Context: an optimization exercise on an open-source flow, tuned for small area, a short achievable clock period and few clock cycles per item. The choices shown serve that exercise and are no tape-out recipe. Where RTL was checked, it was by simulation tests only, not by an equivalence proof against the original. For runs 2 to 4, only the layout was checked, not whether the RTL still works. Power figures rest on the tool's default switching activity, not on a simulated workload.

==> flow/design.v <==
module line_mem_engine #(
    parameter int WORDS_PER_LINE = 16,
    parameter int LINE_BITS      = 32 * WORDS_PER_LINE
) (
    input  logic                 clk,
    input  logic                 rst,
    input  logic                 req_valid,
    output logic                 req_ready,
    input  logic                 req_wr,
    input  logic [31:0]          req_addr,
    input  logic [LINE_BITS-1:0] req_wdata,
    output logic                 resp_valid,
    output logic [LINE_BITS-1:0] resp_rdata,
    output logic                 mem_valid,
    input  logic                 mem_ready,
    output logic                 mem_we,
    output logic [31:0]          mem_addr,
    output logic [31:0]          mem_wdata,
    input  logic                 mem_rvalid,
    input  logic [31:0]          mem_rdata,
    output logic                 err
);
    typedef enum logic [1:0] {
        IDLE,
        WR_BURST,
        RD_BURST,
        RESP
    } state_t;
    localparam logic [4:0] LAST_BEAT = 5'(WORDS_PER_LINE - 1);
    localparam logic [4:0] NUM_BEATS = 5'(WORDS_PER_LINE);
    state_t                 state_q, state_d;
    logic [31:0]            base_q, base_d;
    logic [LINE_BITS-1:0]   wline_q, wline_d;
    logic [LINE_BITS-1:0]   rline_q, rline_d;
    logic [4:0]             cmd_cnt_q, cmd_cnt_d;
    logic [4:0]             data_cnt_q, data_cnt_d;
    logic                   err_q, err_d;
    logic [31:0]            beat_addr;
    logic                   rd_ok;
    assign beat_addr = base_q + {25'd0, cmd_cnt_q, 2'b00};
    assign rd_ok = (state_q == RD_BURST) && (data_cnt_q < cmd_cnt_q);
    always_comb begin
        state_d    = state_q;
        base_d     = base_q;
        wline_d    = wline_q;
        rline_d    = rline_q;
        cmd_cnt_d  = cmd_cnt_q;
        data_cnt_d = data_cnt_q;
        err_d      = err_q;
        req_ready  = 1'b0;
        resp_valid = 1'b0;
        mem_valid  = 1'b0;
        mem_we     = 1'b0;
        mem_addr   = 32'd0;
        mem_wdata  = 32'd0;
        unique case (state_q)
            IDLE: begin
                req_ready = 1'b1;
                if (req_valid) begin
                    base_d     = req_addr & 32'hFFFF_FFC0;
                    wline_d    = req_wdata;
                    cmd_cnt_d  = 5'd0;
                    data_cnt_d = 5'd0;
                    state_d    = req_wr ? WR_BURST : RD_BURST;
                end
            end
            WR_BURST: begin
                mem_valid = 1'b1;
                mem_we    = 1'b1;
                mem_addr  = beat_addr;
                mem_wdata = wline_q[{cmd_cnt_q[3:0], 5'd0} +: 32];
                if (mem_ready) begin
                    cmd_cnt_d = cmd_cnt_q + 5'd1;
                    if (cmd_cnt_q == LAST_BEAT) begin
                        state_d = RESP;
                    end
                end
            end
            RD_BURST: begin
                if (cmd_cnt_q < NUM_BEATS) begin
                    mem_valid = 1'b1;
                    mem_addr  = beat_addr;
                    if (mem_ready) begin
                        cmd_cnt_d = cmd_cnt_q + 5'd1;
                    end
                end
                if (mem_rvalid && rd_ok) begin
                    rline_d[{data_cnt_q[3:0], 5'd0} +: 32] = mem_rdata;
                    data_cnt_d = data_cnt_q + 5'd1;
                    if (data_cnt_q == LAST_BEAT) begin
                        state_d = RESP;
                    end
                end
            end
            RESP: begin
                resp_valid = 1'b1;
                state_d    = IDLE;
            end
            default: state_d = IDLE;
        endcase
        if (mem_rvalid && !rd_ok) begin
            err_d = 1'b1;
        end
    end
    always_ff @(posedge clk or negedge rst) begin
        if (!rst) begin
            state_q    <= IDLE;
            base_q     <= 32'd0;
            wline_q    <= '0;
            rline_q    <= '0;
            cmd_cnt_q  <= 5'd0;
            data_cnt_q <= 5'd0;
            err_q      <= 1'b0;
        end else begin
            state_q    <= state_d;
            base_q     <= base_d;
            wline_q    <= wline_d;
            rline_q    <= rline_d;
            cmd_cnt_q  <= cmd_cnt_d;
            data_cnt_q <= data_cnt_d;
            err_q      <= err_d;
        end
    end
    assign resp_rdata = rline_q;
    assign err        = err_q;
endmodule
==> flow/run.sh <==
#!/bin/bash
# synth_recipe.tcl (not shown) runs the flow's synth.tcl, then flattens the netlist and writes it again
# the make line also repeats each setting of config.mk as NAME=value (left out here)
make -C /OpenROAD-flow-scripts/flow DESIGN_CONFIG=/design/flow/config.mk WORK_HOME=/design/flow/orfs CLKGATE_MAP_FILE= SYNTH_SCRIPT=/design/flow/synth_recipe.tcl finish
==> flow/config.mk <==
export PLATFORM = sky130hd
export DESIGN_NAME = line_mem_engine
export DESIGN_NICKNAME = line_mem_engine
export VERILOG_FILES = /design/flow/design.v
export SDC_FILE = /design/flow/constraint.sdc
export NUM_CORES = 4
export LEC_CHECK = 0
export CAP_MARGIN = 20
export CORE_AREA = 6 6 414 414
export DIE_AREA = 0 0 420 420
export SLEW_MARGIN = 20
==> flow/constraint.sdc <==
create_clock -name core_clock -period 5.5 [get_ports {clk}]
set_input_delay 1.1000 -clock core_clock [delete_from_list [all_inputs] [get_ports {clk}]]
set_output_delay 1.1000 -clock core_clock [all_outputs]
set_load 0.01 [all_outputs]
==> results.sh, run 1 <==
export IMPL_status="no timing/DRC/antenna violations"
export IMPL_p_leak_nw=27.78
export IMPL_grt_max_degree=136
export IMPL_vias_per_cell=4.594
export IMPL_fin_crit_sh_pct=91.38
export IMPL_cts_num_sinks=1063
export IMPL_final_area_um2=63080
export IMPL_gp_congestion=0.8113
export IMPL_grt_pass1_vias=30655
export IMPL_syn_area_per_cell_um2=16.28
export IMPL_ctsHoldBuffers=0
export IMPL_rr_worst_depth=9
export IMPL_slowest_delay_ps=750
export IMPL_yosysWarnings=1
export IMPL_wl_um=162100
export IMPL_vias=28568
export IMPL_hold_violations=0
export IMPL_ys_seq_elements=1063
export IMPL_postSynth_asyncResetShare_pct=100.0
export IMPL_stdcell_count=6219
export IMPL_antenna_found_initial=61
export IMPL_synth_area_top_cells="dfrtp_1 (59%), mux2_2 (21%), mux4_2 (6.4%)"
export IMPL_cts_buffers=116
export IMPL_cts_repair_resized=0
export IMPL_fin_crit_ps=5026
export IMPL_final_setup_tns_ps=0
export IMPL_rows=149
export IMPL_rsz0062_at_grt="false"
export IMPL_vdd_drop_max_v=0.0002940
export IMPL_coreArea_um2=165200
export IMPL_critPathMaxFanout=22
export IMPL_cp_top_family="buffers and inverters"
export IMPL_drcViolationCount=0
export IMPL_synthDistinctLibCells=55
export IMPL_overflow=0
export IMPL_path_depth=6
export IMPL_arrival_ps=3930
export IMPL_path_cells="buf_4 -> mux4_2 -> mux2i_1 -> buf_4 -> o22ai_1 -> clkdlybuf4s50_1"
export IMPL_dp_hpwl_um=121500
export IMPL_critPathBufInv=3
export IMPL_cp_required_ps=4400
export IMPL_place_ws_ps=1094
export IMPL_firstDrtPassIters=4
export IMPL_post_cts_setup_buffers=0
export IMPL_grt_util_all_layers_pct=17.79
export IMPL_drive_gt1_share_pct=32.57
export IMPL_grt_pass1_wl_um=228200
export IMPL_syn_inst=2756
export IMPL_syn_to_final_growth_pct=40.55
export IMPL_portBuffers=1154
export IMPL_place_inst=5986
export IMPL_synth_ff_type="dfrtp_1"
export IMPL_setup_slack_ps=474.0
export IMPL_dieArea_um2=176400
export IMPL_synth_edff_count=0
export IMPL_drv_slew=0
export IMPL_die_w_um=420
export IMPL_fmax_mhz=199.0
export IMPL_die_h_um=420
export IMPL_root_buffer="clkbuf_16"
export IMPL_clkTransAtPathRegs_ps=60
export IMPL_io_pins=1163
export IMPL_syn_area_um2=44880
export IMPL_power_per_cell_area_nw_per_um2=446.7
export IMPL_finalNetCount=4515
export IMPL_path_common_cell="buf_4"
export IMPL_post_dp_cell_area_um2=59080
export IMPL_total_power_w=0.02817
export IMPL_clk_path_buf_depth=3
export IMPL_end_kind="output port"
export IMPL_wl_per_cell_um=26.06
export IMPL_cts_tree="done"
export IMPL_slew_headroom_pct=24.74
export IMPL_start_util_pct=27.17
export IMPL_cp_start_kind="register"
export IMPL_crit_slowest_cell="dfrtp_4"
export IMPL_post_synth_top_area_cell="dfrtp_1"
export IMPL_max_cap_violations=0
export IMPL_worst_pin_slew_ps=1125
export IMPL_drtAntennaViolNets=0
export IMPL_crit_type="reg2out"
export IMPL_finalSetupViolCount=0
export IMPL_htree_levels=3
export IMPL_synth_top_cell_area_share_pct=59.27
export IMPL_worst_skew_pair_late_latency_ps=730
export IMPL_hold_class="in2async"
export IMPL_first_iter_violations=1232
export IMPL_finalClockSkew_ps=47.90
export IMPL_seq_area_frac_synth_pct=59.27
==> registers in the layout, summed over array words and instances (netlist names) <==
signal,cells
err_q,1
base_q,26
cmd_cnt_q,5
state_q,2
wline_q,512
rline_q,512
data_cnt_q,5
==> per-layer routing <==
| layer | vias to the layer above | global-route usage [%] | share of wire [%] |
|---|---|---|---|
| li1 | 12396 | - | - |
| met1 | 14929 | 18.87 | 35 |
| met2 | 936 | 33.00 | 54 |
| met3 | 259 | 5.870 | 7.8 |
| met4 | 48 | 6.201 | 3.5 |
| met5 | - | 0 | 0.19 |
==> cells in the final DEF (no fill, tap or decap), types with 15 or more instances in the layout <==
cell / n
buf_4: 70
clkbuf_1: 27
clkbuf_16: 118
clkbuf_8: 30
clkdlybuf4s50_1: 1153
dfrtp_1: 1060
diode_2: 26
ha_1: 18
inv_1: 16
mux2_1: 171
mux2_2: 820
mux2_4: 60
mux2i_1: 67
mux4_2: 128
nand2_1: 20
nand3_1: 15
nor2_1: 32
o22ai_1: 32
xor2_1: 16
==> power breakdown <==
| group | internal, W | total [W] | switching, W | leakage [nW] |
|---|---|---|---|---|
| combinational | 0.00500 | 0.00867 | 0.00367 | 12.2 |
| clock | 0.00467 | 0.00795 | 0.00328 | 1.91 |
| sequential | 0.0101 | 0.0116 | 0.00141 | 13.6 |
==> Yosys cell counts, types with 2 or more instances <==
cell type	number
buf_2	50
nor4_1	3
o21ai_0	10
nor2b_1	4
clkbuf_1	117
buf_6	6
o22ai_1	32
a21o_1	4
nor3_1	3
nand2_1	23
and3_1	7
mux2_4	60
o21ai_2	2
or4_1	2
buf_1	10
nand4_1	9
mux2_1	171
nor2_1	32
nand3_1	15
a21oi_1	5
or2_2	2
and4_1	3
and2_1	2
dfrtp_1	1063
mux2_2	820
nor4_4	10
a22o_1	2
ha_1	18
xnor2_1	7
or3_1	4
mux4_2	128
mux2i_1	67
xor2_1	16
inv_2	2
inv_1	16
buf_4	12
==> worst paths after layout <==
kind	start	endpoint	slack, ps
worst min register to register	rline_q[370]	rline_q[370]	480
min in group core_clock	rline_q[370]	rline_q[370]	480
max in group asynchronous	rst	wline_q[498]	3720
worst min-delay path	rst	wline_q[120]	380
worst max-delay path	cmd_cnt_q[0]	mem_wdata[25]	470
worst max register to register	cmd_cnt_q[2]	rline_q[127]	1470
==> logic make-up (layout without fill, tap and decap cells) <==
logic type      Yosys count  in the layout  synth area share (%)
other cells               1             28              0.008356
mux                    1246           1246                 34.79
fa+ha+maj                18             18                0.5018
compound gates           64             64                0.9619
flops                  1063           1063                 59.27
buf+inv                 213           1460                 2.122
xor+xnor                 25             25                0.5214
simple gates            126            126                 1.821
==> per-stage QoR <==
step / hold slack, ps / util (%)
6_report: 383.7 / 38.19
2_1_floorplan: 473.9 / -
3_5_place_dp: 473.7 / 35.77
5_1_grt: 351.2 / 38.16
4_1_cts: 311.8 / 38.15
3_3_place_gp: 467.7 / 35.77
==> cell type report <==
cell class                      count  area [um2]
Antenna cell                       26       65.06
Clock buffer                      175        3467
Clock inverter                     32       466.7
Fill cell                       15785      102100
Inverter                           18       67.56
Multi-Input combinational cell   1481       17360
Sequential cell                  1063       26610
Tap cell                         2189        2739
Timing Repair Buffer             1235       12300
Testbench counts, summed over its fixed seeds: cycles 40,804, items 1,600.
==> inputs of run 2 (changes only) <==
==> flow/design.v (replaced) <==
module line_mem_engine #(
    parameter int WORDS_PER_LINE = 16,
    parameter int LINE_BITS      = 32 * WORDS_PER_LINE
) (
    input  logic                 clk,
    input  logic                 rst,
    input  logic                 req_valid,
    output logic                 req_ready,
    input  logic                 req_wr,
    input  logic [31:0]          req_addr,
    input  logic [LINE_BITS-1:0] req_wdata,
    output logic                 resp_valid,
    output logic [LINE_BITS-1:0] resp_rdata,
    output logic                 mem_valid,
    input  logic                 mem_ready,
    output logic                 mem_we,
    output logic [31:0]          mem_addr,
    output logic [31:0]          mem_wdata,
    input  logic                 mem_rvalid,
    input  logic [31:0]          mem_rdata,
    output logic                 err
);
    localparam int BUF_BITS = LINE_BITS - 32;
    logic        rdy_q;      
    logic        val_q;      
    logic        resp_q;
    logic        err_q;
    logic        pend_q;     
    logic [3:0]  cnt_q;      
    logic [4:0]  out_q;      
    logic        we_q;
    logic [25:0] base_q;
    logic [31:0]         w_q;
    logic [BUF_BITS-1:0] buf_q;
    logic xfer, rd_ok, last_cmd, last_beat;
    assign xfer      = val_q & mem_ready;
    assign rd_ok     = (out_q != 5'd0);
    assign last_cmd  = (cnt_q == 4'd15);
    assign last_beat = mem_rvalid & ~rdy_q & ~we_q & ~val_q & (out_q == 5'd1);
    always_ff @(posedge clk or negedge rst) begin
        if (!rst) begin
            rdy_q  <= 1'b1;
            val_q  <= 1'b0;
            resp_q <= 1'b0;
            err_q  <= 1'b0;
            pend_q <= 1'b0;
            cnt_q  <= 4'd0;
            out_q  <= 5'd0;
        end else begin
            resp_q <= 1'b0;
            if (rdy_q) begin
                if (req_valid) begin
                    rdy_q <= 1'b0;
                    val_q <= 1'b1;
                end
            end else begin
                if (xfer && last_cmd) begin
                    val_q <= 1'b0;
                    if (we_q) begin
                        resp_q <= 1'b1;
                        rdy_q  <= 1'b1;
                    end
                end
                if (last_beat) begin
                    resp_q <= 1'b1;
                    rdy_q  <= 1'b1;
                end
            end
            if (xfer) cnt_q <= cnt_q + 4'd1;
            if (xfer && !we_q && !(mem_rvalid && rd_ok))
                out_q <= out_q + 5'd1;
            else if (!(xfer && !we_q) && mem_rvalid && rd_ok)
                out_q <= out_q - 5'd1;
            if (mem_rvalid && !rd_ok) err_q <= 1'b1;
            pend_q <= we_q ? xfer : (mem_rvalid & rd_ok);
        end
    end
    always_ff @(posedge clk) begin
        if (rdy_q) begin
            we_q   <= req_wr;
            base_q <= req_addr[31:6];
        end
    end
    always_ff @(posedge clk) begin
        if (rdy_q)
            w_q <= req_wdata[31:0];
        else if (we_q) begin
            if (mem_ready)
                w_q <= pend_q ? buf_q[63:32] : buf_q[31:0];
        end else if (mem_rvalid)
            w_q <= mem_rdata;
    end
    always_ff @(posedge clk) begin
        if (rdy_q)
            buf_q <= req_wdata[LINE_BITS-1:32];
        else if (pend_q)
            buf_q <= {w_q, buf_q[BUF_BITS-1:32]};
    end
    assign req_ready  = rdy_q;
    assign resp_valid = resp_q;
    assign resp_rdata = {w_q, buf_q};
    assign mem_valid  = val_q;
    assign mem_we     = we_q;
    assign mem_addr   = {base_q, cnt_q, 2'b00};
    assign mem_wdata  = w_q;
    assign err        = err_q;
endmodule
==> results.sh, run 2 <==
export IMPL_ff_latch_area_um2=16540
export IMPL_place_ws_ps=2555
export IMPL_drive_gt1_share_pct=23.84
export IMPL_ctsHoldBuffers=0
export IMPL_power_per_cell_area_nw_per_um2=445.9
export IMPL_synth_most_common_cell="edfxtp_1"
export IMPL_post_synth_top_area_cell="edfxtp_1"
export IMPL_rows=149
export IMPL_fillCellCount=17333
export IMPL_vdd_drop_max_v=0.0002197
export IMPL_p_leak_nw=13.28
export IMPL_grt_pass1_vias=18203
export IMPL_clkTransAtPathRegs_ps=60
export IMPL_dp_hpwl_um=149000
export IMPL_synth_edff_count=539
export IMPL_final_common_cell="clkdlybuf4s50_1"
export IMPL_cp_top_family="flip-flops"
export IMPL_routed_wl_met2_um=87650
export IMPL_cts_repair_resized=0
export IMPL_synth_top_cell_area_share_pct=67.89
export IMPL_critPathMaxFanout=49
export IMPL_start_util_pct=14.43
export IMPL_slowest_delay_ps=1060
export IMPL_setup_slack_ps=1981
export IMPL_coreArea_um2=165200
export IMPL_fmax_mhz=284.2
export IMPL_routedLengthMet1_um=66580
export IMPL_finalClockSkew_ps=22.96
export IMPL_syn_area_um2=23840
export IMPL_hold_violations=0
export IMPL_drcViolationCount=0
export IMPL_largest_reg_flops=480
export IMPL_sw_frac_of_total_pct=34.16
export IMPL_wl_per_cell_um=37.15
export IMPL_yosysWarnings=1
export IMPL_end_kind="output port"
export IMPL_drv_slew=0
export IMPL_synthDistinctLibCells=33
export IMPL_wl_um=176600
export IMPL_status="no timing/DRC/antenna violations"
export IMPL_root_buffer="clkbuf_16"
export IMPL_critPathBufInv=1
export IMPL_seq_area_frac_synth_pct=69.37
export IMPL_top_layer_used="met5"
export IMPL_vias_per_cell=3.869
export IMPL_io_pins=1163
export IMPL_post_cts_setup_buffers=0
export IMPL_cts_buffers=78
export IMPL_fin_crit_ps=3519
export IMPL_p_clk_share_pct=28.7
export IMPL_syn_to_final_growth_pct=68.84
export IMPL_first_iter_violations=1746
export IMPL_max_flop_register="buf_q"
export IMPL_synth_common_cells="edfxtp_1 (539), mux2_2 (481), o21ai_0 (69)"
export IMPL_crit_slowest_cell="dfstp_4"
export IMPL_slew_headroom_pct=35.44
export IMPL_mostFrequentLayoutCells="clkdlybuf4s50_1 (1154), edfxtp_1 (539), mux2_2 (481)"
export IMPL_antenna_found_initial=87
export IMPL_synth_ff_type="edfxtp_1"
export IMPL_firstDrtPassIters=5
export IMPL_wl_met3_um=18150
export IMPL_cp_required_ps=4400
export IMPL_syn_area_per_cell_um2=17.59
export IMPL_max_cap_violations=0
export IMPL_hold_class="reg2reg"
export IMPL_path_cells="clkdlybuf4s50_1"
export IMPL_cts_num_sinks=553
export IMPL_portBuffers=1154
export IMPL_arrival_ps=2420
export IMPL_syn_inst=1355
export IMPL_worst_skew_pair_late_latency_ps=660
export IMPL_hold_slack_ps=494.5
export IMPL_finalSetupViolCount=0
export IMPL_p_sw_w=0.006130
export IMPL_die_w_um=420
export IMPL_worst_pin_slew_ps=968.3
export IMPL_p_seq_share_pct=41.0
export IMPL_combPwrFrac_pct=30.3
export IMPL_postSynth_asyncResetShare_pct=2.532
export IMPL_htree_levels=3
export IMPL_finalNetCount=3082
export IMPL_cts_tree="done"
export IMPL_overflow=0
export IMPL_crit_type="reg2out"
export IMPL_final_setup_tns_ps=0
export IMPL_die_h_um=420
export IMPL_synth_area_top_cells="edfxtp_1 (68%), mux2_2 (23%), o21ai_0 (1.4%)"
export IMPL_vias=18393
export IMPL_internal_power_w=0.01182
export IMPL_grt_max_degree=136
export IMPL_dieArea_um2=176400
export IMPL_fin_crit_sh_pct=63.98
export IMPL_rsz0062_at_grt="false"
export IMPL_gp_congestion=0.9443
export IMPL_grt_pass1_wl_um=213000
export IMPL_multi_input_area_um2=6671
export IMPL_grt_util_all_layers_pct=18.91
export IMPL_cp_start_kind="register"
export IMPL_top_regs="buf_q x480, w_q x32, base_q x26"
export IMPL_drtAntennaViolNets=0
export IMPL_clk_path_buf_depth=3
export IMPL_ys_seq_elements=553
[run 2: final timing paths]
kind | end | slack, ps | from | cells past startpoint
worst min register to register | err_q | 490 | err_q | 1
worst max-delay path | req_ready | 1980 | rdy_q | 1
worst min-delay path | err_q | 490 | err_q | 1
worst max register to register | buf_q[281] | 2680 | rdy_q | 2
max in group asynchronous | pend_q | 4000 | rst | 1
min in group asynchronous | resp_q | 920 | rst | 1
[run 2: cell families (layout without fill, tap and decap cells)]
group,after synthesis,after routing,share of synthesized area [%]
DFF,553,553,69.37
and+or+nand+nor,84,84,1.532
muxes,514,514,24.11
xor gates and xnor gates,8,8,0.2939
AOI/OAI and AO/OA,78,78,1.742
buffers and inverters,112,1311,2.682
other,1,12,0.01573
adders and majority gates,5,5,0.2624
[run 2: final cells by class]
type                       count  area share (%)
inverter                       4         0.03730
multi-input combinational    691           16.57
antenna                       10         0.06217
clock inverter                40          0.9667
tap                         2189           6.804
timing repair buffer        1167           29.22
sequential                   553           41.10
clock buffer                 100           5.238
[run 2: metrics by stage]
stage | std cells | area [um2] | utilization, % | power (W)
detailed placement | 4604 | 37730 | 22.84 | 0.01299
finish | 4754 | 40250 | 24.37 | 0.01795
CTS | 4744 | 40230 | 24.35 | 0.01833
global route | 4748 | 40240 | 24.36 | 0.01868
floorplan | 1356 | 23850 | - | 0.008737
global placement | 4604 | 37730 | 22.84 | 0.01301
[run 2: per-layer routing]
metal,GRT usage (%),vias to the layer above
met4,3.821,14
met5,0,-
met3,7.512,257
li1,-,7534
met1,22.26,9505
met2,32.74,1083
[run 2: power by group through the flow]
stage / Sequential, W / Clock (W) / Combinational (W)
3_3_place_gp: 0.00749 / 0 / 0.00552
4_1_cts: 0.00742 / 0.00535 / 0.00555
2_1_floorplan: 0.00711 / 0 / 0.00163
3_5_place_dp: 0.00748 / 0 / 0.00551
5_1_grt: 0.00745 / 0.00549 / 0.00574
6_report: 0.00735 / 0.00515 / 0.00545
==> inputs of run 3 (changes only) <==
--- a/flow/design.v
+++ b/flow/design.v
@@ -32,11 +32,15 @@
     logic [25:0] base_q;
     logic [31:0]         w_q;
     logic [BUF_BITS-1:0] buf_q;
-    logic xfer, rd_ok, last_cmd, last_beat;
+    logic xfer, rd_ok, beat, idle, wfin, last_beat, fin, pre;
     assign xfer      = val_q & mem_ready;
     assign rd_ok     = (out_q != 5'd0);
-    assign last_cmd  = (cnt_q == 4'd15);
-    assign last_beat = mem_rvalid & ~rdy_q & ~we_q & ~val_q & (out_q == 5'd1);
+    assign beat      = mem_rvalid & rd_ok;
+    assign idle      = rdy_q & ~val_q;
+    assign wfin      = xfer & we_q & (cnt_q == 4'd15);
+    assign last_beat = beat & ~val_q & (out_q == 5'd1);
+    assign fin       = wfin | last_beat;
+    assign pre       = req_valid & (wfin | (last_beat & ~req_wr));
     always_ff @(posedge clk or negedge rst) begin
         if (!rst) begin
             rdy_q  <= 1'b1;
@@ -47,54 +51,40 @@
             cnt_q  <= 4'd0;
             out_q  <= 5'd0;
         end else begin
-            resp_q <= 1'b0;
-            if (rdy_q) begin
-                if (req_valid) begin
-                    rdy_q <= 1'b0;
-                    val_q <= 1'b1;
-                end
-            end else begin
-                if (xfer && last_cmd) begin
-                    val_q <= 1'b0;
-                    if (we_q) begin
-                        resp_q <= 1'b1;
-                        rdy_q  <= 1'b1;
-                    end
-                end
-                if (last_beat) begin
-                    resp_q <= 1'b1;
-                    rdy_q  <= 1'b1;
-                end
-            end
+            rdy_q  <= fin | (rdy_q & ~req_valid);
+            val_q  <= pre | (idle & req_valid) | (val_q & ~(xfer & (cnt_q == 4'd15)));
+            resp_q <= fin;
             if (xfer) cnt_q <= cnt_q + 4'd1;
-            if (xfer && !we_q && !(mem_rvalid && rd_ok))
+            if (xfer && !we_q && !beat)
                 out_q <= out_q + 5'd1;
-            else if (!(xfer && !we_q) && mem_rvalid && rd_ok)
+            else if (!(xfer && !we_q) && beat)
                 out_q <= out_q - 5'd1;
             if (mem_rvalid && !rd_ok) err_q <= 1'b1;
-            pend_q <= we_q ? xfer : (mem_rvalid & rd_ok);
+            pend_q <= we_q ? xfer : beat;
         end
     end
     always_ff @(posedge clk) begin
-        if (rdy_q) begin
+        if (idle || fin) begin
             we_q   <= req_wr;
             base_q <= req_addr[31:6];
         end
     end
     always_ff @(posedge clk) begin
-        if (rdy_q)
+        if (idle || (wfin && req_valid))
             w_q <= req_wdata[31:0];
-        else if (we_q) begin
-            if (mem_ready)
-                w_q <= pend_q ? buf_q[63:32] : buf_q[31:0];
-        end else if (mem_rvalid)
+        else if (we_q && xfer)
+            w_q <= rdy_q ? req_wdata[63:32] : (pend_q ? buf_q[63:32] : buf_q[31:0]);
+        else if (!we_q && mem_rvalid)
             w_q <= mem_rdata;
     end
+    logic sel_ld, sel_sh, sel_hd;
+    assign sel_ld = rdy_q;
+    assign sel_sh = ~rdy_q & pend_q;
+    assign sel_hd = ~rdy_q & ~pend_q;
     always_ff @(posedge clk) begin
-        if (rdy_q)
-            buf_q <= req_wdata[LINE_BITS-1:32];
-        else if (pend_q)
-            buf_q <= {w_q, buf_q[BUF_BITS-1:32]};
+        buf_q <= ({BUF_BITS{sel_ld}} & req_wdata[LINE_BITS-1:32])
+               | ({BUF_BITS{sel_sh}} & {w_q, buf_q[BUF_BITS-1:32]})
+               | ({BUF_BITS{sel_hd}} & buf_q);
     end
     assign req_ready  = rdy_q;
     assign resp_valid = resp_q;
==> flow/flow/run.sh (new file) <==
#!/bin/bash
# Standard ORFS layout, but with the smallest buffer on every input and
# output port instead of the default port-buffer cell.
set -euo pipefail
export BUFFER_PORTS_ARGS="-buffer_cell sky130_fd_sc_hd__buf_1"
bash standard.sh > standard_flow.log 2>&1
==> flow/standard.sh (new file) <==
#!/bin/bash
# synth_recipe.tcl (not shown) runs the flow's synth.tcl, then flattens the netlist and writes it again
# the make line also repeats each setting of config.mk as NAME=value (left out here)
make -C /OpenROAD-flow-scripts/flow DESIGN_CONFIG=/design/flow/config.mk WORK_HOME=/design/flow/orfs CLKGATE_MAP_FILE= SYNTH_SCRIPT=/design/flow/synth_recipe.tcl "${@:-finish}"
removed: flow/run.sh
==> results.sh, run 3 <==
export IMPL_status="no timing/DRC/antenna violations"
export IMPL_dp_hpwl_um=153500
export IMPL_worst_pin_slew_ps=1100
export IMPL_stdcell_count=5697
export IMPL_cp_start_kind="register"
export IMPL_slowest_delay_ps=1000
export IMPL_clk_path_buf_depth=3
export IMPL_clkTransAtPathRegs_ps=70
export IMPL_syn_to_final_growth_pct=37.96
export IMPL_dieArea_um2=176400
export IMPL_io_pins=1163
export IMPL_die_w_um=420
export IMPL_top_regs="buf_q x480, w_q x32, base_q x26"
export IMPL_first_iter_violations=1942
export IMPL_ctsHoldBuffers=0
export IMPL_synthDistinctLibCells=39
export IMPL_post_synth_top_area_cell="dfxtp_1"
export IMPL_synth_most_common_cell="nand2_1"
export IMPL_top_layer_used="met5"
export IMPL_start_util_pct=14.07
export IMPL_end_kind="output port"
export IMPL_finalNetCount=4021
export IMPL_final_setup_tns_ps=0
export IMPL_drtAntennaViolNets=0
export IMPL_path_cells="buf_1"
export IMPL_hold_class="reg2reg"
export IMPL_rows=149
export IMPL_hold_violations=0
export IMPL_wl_um=181800
export IMPL_grt_pass1_vias=22738
export IMPL_cts_tree="done"
export IMPL_gp_congestion=0.9690
export IMPL_coreArea_um2=165200
export IMPL_finalClockSkew_ps=43.40
export IMPL_fin_crit_ps=3038
export IMPL_fin_crit_sh_pct=55.23
export IMPL_cp_required_ps=4400
export IMPL_max_cap_violations=0
export IMPL_critPathBufInv=1
export IMPL_mostFrequentLayoutCells="buf_1 (1154), nand2_1 (486), dfxtp_1 (480)"
export IMPL_seq_area_frac_synth_pct=50.49
export IMPL_p_leak_nw=11.15
export IMPL_finalSetupViolCount=0
export IMPL_cts_buffers=78
export IMPL_wl_per_cell_um=31.90
export IMPL_sw_frac_of_total_pct=47.60
export IMPL_largest_reg_flops=480
export IMPL_post_cts_setup_buffers=0
export IMPL_rsz0062_at_grt="false"
export IMPL_arrival_ps=1940
export IMPL_yosysWarnings=1
export IMPL_routedLengthMet1_um=70250
export IMPL_vias=23350
export IMPL_firstDrtPassIters=5
export IMPL_drive_gt1_share_pct=4.379
export IMPL_max_flop_register="buf_q"
export IMPL_p_sw_w=0.01107
export IMPL_combPwrFrac_pct=32.5
export IMPL_vias_per_cell=4.099
export IMPL_fmax_mhz=329.2
export IMPL_synth_ff_type="dfxtp_1"
export IMPL_root_buffer="clkbuf_16"
export IMPL_cts_num_sinks=553
export IMPL_die_h_um=420
export IMPL_p_seq_share_pct=43.4
export IMPL_syn_area_per_cell_um2=9.726
export IMPL_postSynth_asyncResetShare_pct=2.532
export IMPL_power_per_cell_area_nw_per_um2=725.8
export IMPL_synth_common_cells="nand2_1 (486), dfxtp_1 (480), o21ai_0 (451)"
export IMPL_crit_slowest_cell="dfstp_4"
export IMPL_cts_repair_resized=0
export IMPL_place_inst=5542
export IMPL_grt_util_all_layers_pct=19.36
export IMPL_critPathMaxFanout=46
export IMPL_synth_area_top_cells="dfxtp_1 (41%), mux2i_1 (19%), o21ai_0 (9.7%)"
export IMPL_drcViolationCount=0
export IMPL_antenna_found_initial=76
export IMPL_grt_pass1_wl_um=227400
export IMPL_portBuffers=1154
export IMPL_worst_skew_pair_late_latency_ps=680
export IMPL_cp_top_family="flip-flops"
export IMPL_finalCoreUtilization_pct=19.41
export IMPL_internal_power_w=0.01219
export IMPL_vdd_drop_max_v=0.0002695
export IMPL_grt_max_degree=209
export IMPL_synth_edff_count=59
export IMPL_synth_top_cell_area_share_pct=41.35
export IMPL_drv_slew=0
export IMPL_syn_area_um2=23240
export IMPL_wl_met3_um=14280
export IMPL_htree_levels=3
export IMPL_syn_inst=2389
export IMPL_overflow=0
export IMPL_p_clk_share_pct=24.2
export IMPL_ys_seq_elements=553
export IMPL_slew_headroom_pct=26.65
export IMPL_routed_wl_met2_um=91760
export IMPL_final_common_cell="buf_1"
export IMPL_crit_type="reg2out"
## run 3: cell count changes after synthesis, moves of 28 or more
| cell | delta |
|---|---|
| mux2_2 | -480 |
| a211oi_1 | +32 |
| clkbuf_1 | +40 |
| o21ai_0 | +382 |
| buf_6 | +33 |
| nor2_1 | +65 |
| edfxtp_1 | -480 |
| buf_4 | +31 |
| o21a_1 | +32 |
| dfxtp_1 | +480 |
| nand2_1 | +419 |
| nor2b_1 | +32 |
| o311ai_1 | +28 |
| mux2i_1 | +416 |
## run 3: cell families after synthesis
family	Yosys count	synth area share, %
adder cells (fa/ha/maj)	6	0.3231
AO/OA/AOI/OAI	553	13.20
other	1	0.01614
flip-flops	553	50.49
XOR/XNOR	8	0.3016
AND/OR/NAND/NOR	602	10.28
buffers and inverters	216	5.993
multiplexers	450	19.39
## run 3: per-layer routing
layer / up-vias / global-route usage [%]
li1: 10426 / -
met2: 1138 / 34.71
met5: - / 0
met1: 11513 / 22.67
met4: 6 / 4.789
met3: 267 / 5.631
## run 3: cell type report
type | instances | area [um2]
Fill cell | 18823 | 133100
Sequential cell | 553 | 11740
Multi-Input combinational cell | 1621 | 10130
Timing Repair Buffer | 1174 | 4569
Tap cell | 2189 | 2739
Clock buffer | 108 | 2281
Clock inverter | 33 | 543.0
Antenna cell | 14 | 35.03
Inverter | 5 | 18.77
## run 3: power groups by stage
stage / logic [W] / clock network [W] / registers [W]
finish: 0.00755 / 0.00562 / 0.0101
global route: 0.00826 / 0.00596 / 0.0103
CTS: 0.00765 / 0.00583 / 0.0103
detailed placement: 0.00763 / 0 / 0.0103
global placement: 0.00759 / 0 / 0.0103
floorplan: 0.00331 / 0 / 0.00841
## run 3: final timing paths
| kind | from | to | slack (ps) | cells past startpoint |
|---|---|---|---|---|
| max | rdy_q | req_ready | 2460 | 1 |
| min | out_q[4] | out_q[4] | 470 | 1 |
| max reg2reg | cnt_q[0] | w_q[7] | 2490 | 4 |
| min reg2reg | out_q[4] | out_q[4] | 470 | 1 |
| max in group asynchronous | rst | pend_q | 4400 | 1 |
| min in group asynchronous | rst | out_q[4] | 490 | 1 |
## run 3: stage by stage
step / hold WS (ps) / cell area (um2) / setup WS (ps) / power [W]
after detailed placement: 460.3 / 29200 / 1872 / 0.01797
after CTS: 454.8 / 32020 / 2389 / 0.02376
final: 470.5 / 32060 / 2462 / 0.02327
after global placement: 463.1 / 29200 / 1886 / 0.01792
after global routing: 492.5 / 32040 / 2365 / 0.02454
after floorplan: 442.6 / 23240 / 2381 / 0.01173
==> inputs of run 4 (changes only) <==
--- a/flow/config.mk
+++ b/flow/config.mk
@@ -8,4 +8,5 @@
 export CAP_MARGIN = 20
 export CORE_AREA = 6 6 414 414
 export DIE_AREA = 0 0 420 420
+export SETUP_SLACK_MARGIN = 3
 export SLEW_MARGIN = 20
==> results.sh, run 4 <==
export IMPL_routed_wl_met2_um=93450
export IMPL_synth_common_cells="nand2_1 (486), dfxtp_1 (480), o21ai_0 (451)"
export IMPL_critPathMaxFanout=33
export IMPL_clk_path_buf_depth=3
export IMPL_fmax_mhz=375.0
export IMPL_arrival_ps=3090
export IMPL_crit_type="reg2reg"
export IMPL_place_ws_ps=2013
export IMPL_internal_power_w=0.01302
export IMPL_gp_congestion=0.9690
export IMPL_rows=149
export IMPL_drv_slew=0
export IMPL_cp_required_ps=5920
export IMPL_post_dp_cell_area_um2=29220
export IMPL_largest_reg_flops=480
export IMPL_drtAntennaViolNets=0
export IMPL_routedLengthMet1_um=73860
export IMPL_top_layer_used="met5"
export IMPL_combPwrFrac_pct=35.1
export IMPL_drcViolationCount=0
export IMPL_wl_um=188600
export IMPL_hold_depth=1
export IMPL_portBuffers=1154
export IMPL_max_cap_violations=0
export IMPL_p_clk_share_pct=22.9
export IMPL_syn_inst=2389
export IMPL_final_setup_tns_ps=0
export IMPL_finalNetCount=4089
export IMPL_wl_met3_um=14610
export IMPL_vias_per_cell=4.129
export IMPL_drive_gt1_share_pct=18.63
export IMPL_end_kind="register"
export IMPL_ys_seq_elements=553
export IMPL_dp_hpwl_um=153100
export IMPL_finalClockSkew_ps=49.15
export IMPL_top_regs="buf_q x480, w_q x32, base_q x26"
export IMPL_start_util_pct=14.07
export IMPL_firstDrtPassIters=6
export IMPL_grt_util_all_layers_pct=20.07
export IMPL_fin_crit_ps=2667
export IMPL_p_sw_w=0.01116
export IMPL_post_synth_top_area_cell="dfxtp_1"
export IMPL_wl_per_cell_um=32.64
export IMPL_max_flop_register="buf_q"
export IMPL_rr_worst_depth=5
export IMPL_syn_area_um2=23240
export IMPL_rsz0062_at_grt="true"
export IMPL_yosysWarnings=1
export IMPL_postSynth_asyncResetShare_pct=2.532
export IMPL_cts_tree="done"
export IMPL_hold_violations=0
export IMPL_first_iter_violations=1887
export IMPL_vias=23862
export IMPL_cp_start_kind="register"
export IMPL_dieArea_um2=176400
export IMPL_syn_area_per_cell_um2=9.726
export IMPL_synth_ff_type="dfxtp_1"
export IMPL_root_buffer="clkbuf_16"
export IMPL_synth_edff_count=59
export IMPL_finalCoreUtilization_pct=20.66
export IMPL_synthDistinctLibCells=39
export IMPL_cts_num_sinks=553
export IMPL_vdd_drop_max_v=0.0002920
export IMPL_worst_skew_pair_late_latency_ps=690
export IMPL_clkTransAtPathRegs_ps=60
export IMPL_grt_pass1_wl_um=235200
export IMPL_mostFrequentLayoutCells="buf_1 (954), nand2_1 (486), o21ai_0 (451)"
export IMPL_synth_top_cell_area_share_pct=41.35
export IMPL_antenna_found_initial=86
export IMPL_p_leak_nw=12.35
export IMPL_die_w_um=420
export IMPL_p_seq_share_pct=42.0
export IMPL_synth_area_top_cells="dfxtp_1 (41%), mux2i_1 (19%), o21ai_0 (9.7%)"
export IMPL_status="no timing/DRC/antenna violations"
export IMPL_seq_area_frac_synth_pct=50.49
export IMPL_finalSetupViolCount=0
export IMPL_slew_headroom_pct=28.21
export IMPL_power_per_cell_area_nw_per_um2=708.4
export IMPL_sw_frac_of_total_pct=46.16
export IMPL_worst_pin_slew_ps=1077
export IMPL_die_h_um=420
export IMPL_grt_max_degree=214
export IMPL_final_area_um2=34130
export IMPL_setup_slack_ps=2833
export IMPL_cts_buffers=78
export IMPL_grt_pass1_vias=23408
export IMPL_hold_class="reg2reg"
export IMPL_htree_levels=3
export IMPL_synth_most_common_cell="nand2_1"
export IMPL_fin_crit_sh_pct=48.48
export IMPL_coreArea_um2=165200
export IMPL_overflow=0
export IMPL_syn_to_final_growth_pct=46.86
export IMPL_io_pins=1163
export IMPL_final_common_cell="buf_1"
run 4: cell counts after synthesis:
Identical to the previous run, type by type.
run 4: repair_timing:
action	CTS	global route
pin swaps	1	0
setup buffers	57	5
gates cloned	7	0
resized for setup	624	41
hold buffers	0	0
setup endpoints to repair	674	81
hold endpoints to repair	0	0
run 4: worst max-delay path, stage by stage (launching register included):
cell and delay [ps]:
dfstp_4 670, buf_4 470, inv_4 340, nor2_1 420, o311ai_0 290, o21a_1 190
run 4: kinds of logic after synthesis:
| kind of cell | Yosys count | share of synthesized area, % |
|---|---|---|
| buffers and inverters | 216 | 5.993 |
| AND/OR/NAND/NOR | 602 | 10.28 |
| multiplexers | 450 | 19.39 |
| adder cells (fa/ha/maj) | 6 | 0.3231 |
| flip-flops | 553 | 50.49 |
| AO/OA/AOI/OAI | 553 | 13.20 |
| other | 1 | 0.01614 |
| XOR/XNOR | 8 | 0.3016 |
run 4: cell type report:
class	count	area, um2
well taps	2189	2739
multi-input cells	1622	10160
clock inverters	41	614.3
flip-flops and latches	553	12260
clock buffers	102	2152
repair buffers	1241	6117
inverters	5	21.27
fillers	18643	131100
diodes	26	65.06
run 4: final timing paths:
kind,from,to,slack (ps)
setup / recovery,rdy_q,w_q[2],2830
hold / removal,out_q[4],out_q[4],480
setup reg to reg,rdy_q,w_q[2],2830
hold reg to reg,out_q[4],out_q[4],480
max in group asynchronous,rst,pend_q,4140
min in group asynchronous,rst,resp_q,570
run 4: power by group through the flow:
stage                     sequential, W  combinational (W)  clock (W)
after detailed placement         0.0102            0.00759          0
final                            0.0102            0.00849    0.00553
after CTS                        0.0103            0.00855    0.00571
after global placement           0.0102            0.00754          0
after global routing             0.0104            0.00920    0.00585
after floorplan                 0.00841            0.00331          0
run 4: metal layers:
metal	GRT usage (%)	vias up
li1	-	10589
met5	0	-
met2	34.78	1150
met1	24.05	11823
met3	5.385	292
met4	6.811	8
run 4: metrics by stage:
| step | instances | power, W | hold WS, ps |
|---|---|---|---|
| 6_report | 5779 | 0.02417 | 482.8 |
| 5_1_grt | 5767 | 0.02540 | 492.1 |
| 4_1_cts | 5748 | 0.02456 | 474.0 |
| 3_5_place_dp | 5541 | 0.01779 | 457.8 |
| 3_3_place_gp | 5541 | 0.01773 | 461.4 |
| 2_1_floorplan | 2390 | 0.01173 | 442.6 |

==> what the ideal ports hide <==
How much do the figures lean on ideal ports? The routed layouts below were timed once more, with nothing changed but the port constraints. Step 1 (the two cells are an assumption about what drives the block):
set clk [get_ports {clk}]
set_driving_cell -lib_cell sky130_fd_sc_hd__clkbuf_16 $clk
set_driving_cell -lib_cell sky130_fd_sc_hd__buf_2 [delete_from_list [all_inputs] $clk]
Step 2 also shifts input and output timing later by t, the mid clock arrival at the registers, as if the neighbouring blocks saw the same clock. Slacks: ideal / step 1 / step 2; pairs: ideal / step 1.
run	shift t [ns]	setup slack, ns	worst register clock-pin slew, ns	worst slew at a driven data input, ns	pins driven straight from the clock port
run 1	0.796	0.474 / 0.387 / 1.184	0.07 / 0.07	0.21	1
run 2	0.721	1.981 / 1.910 / 2.449	0.07 / 0.07	0.19	1
run 3	0.724	2.462 / 2.399 / 1.717	0.07 / 0.07	0.19	1
run 4	0.730	2.833 / 2.778 / 2.289	0.07 / 0.07	0.23	1
After both steps setup and hold are still met in every run listed. The setup slack of run 3, which loses most, moves by -0.063 ns with the drivers and by -0.745 ns with both steps.
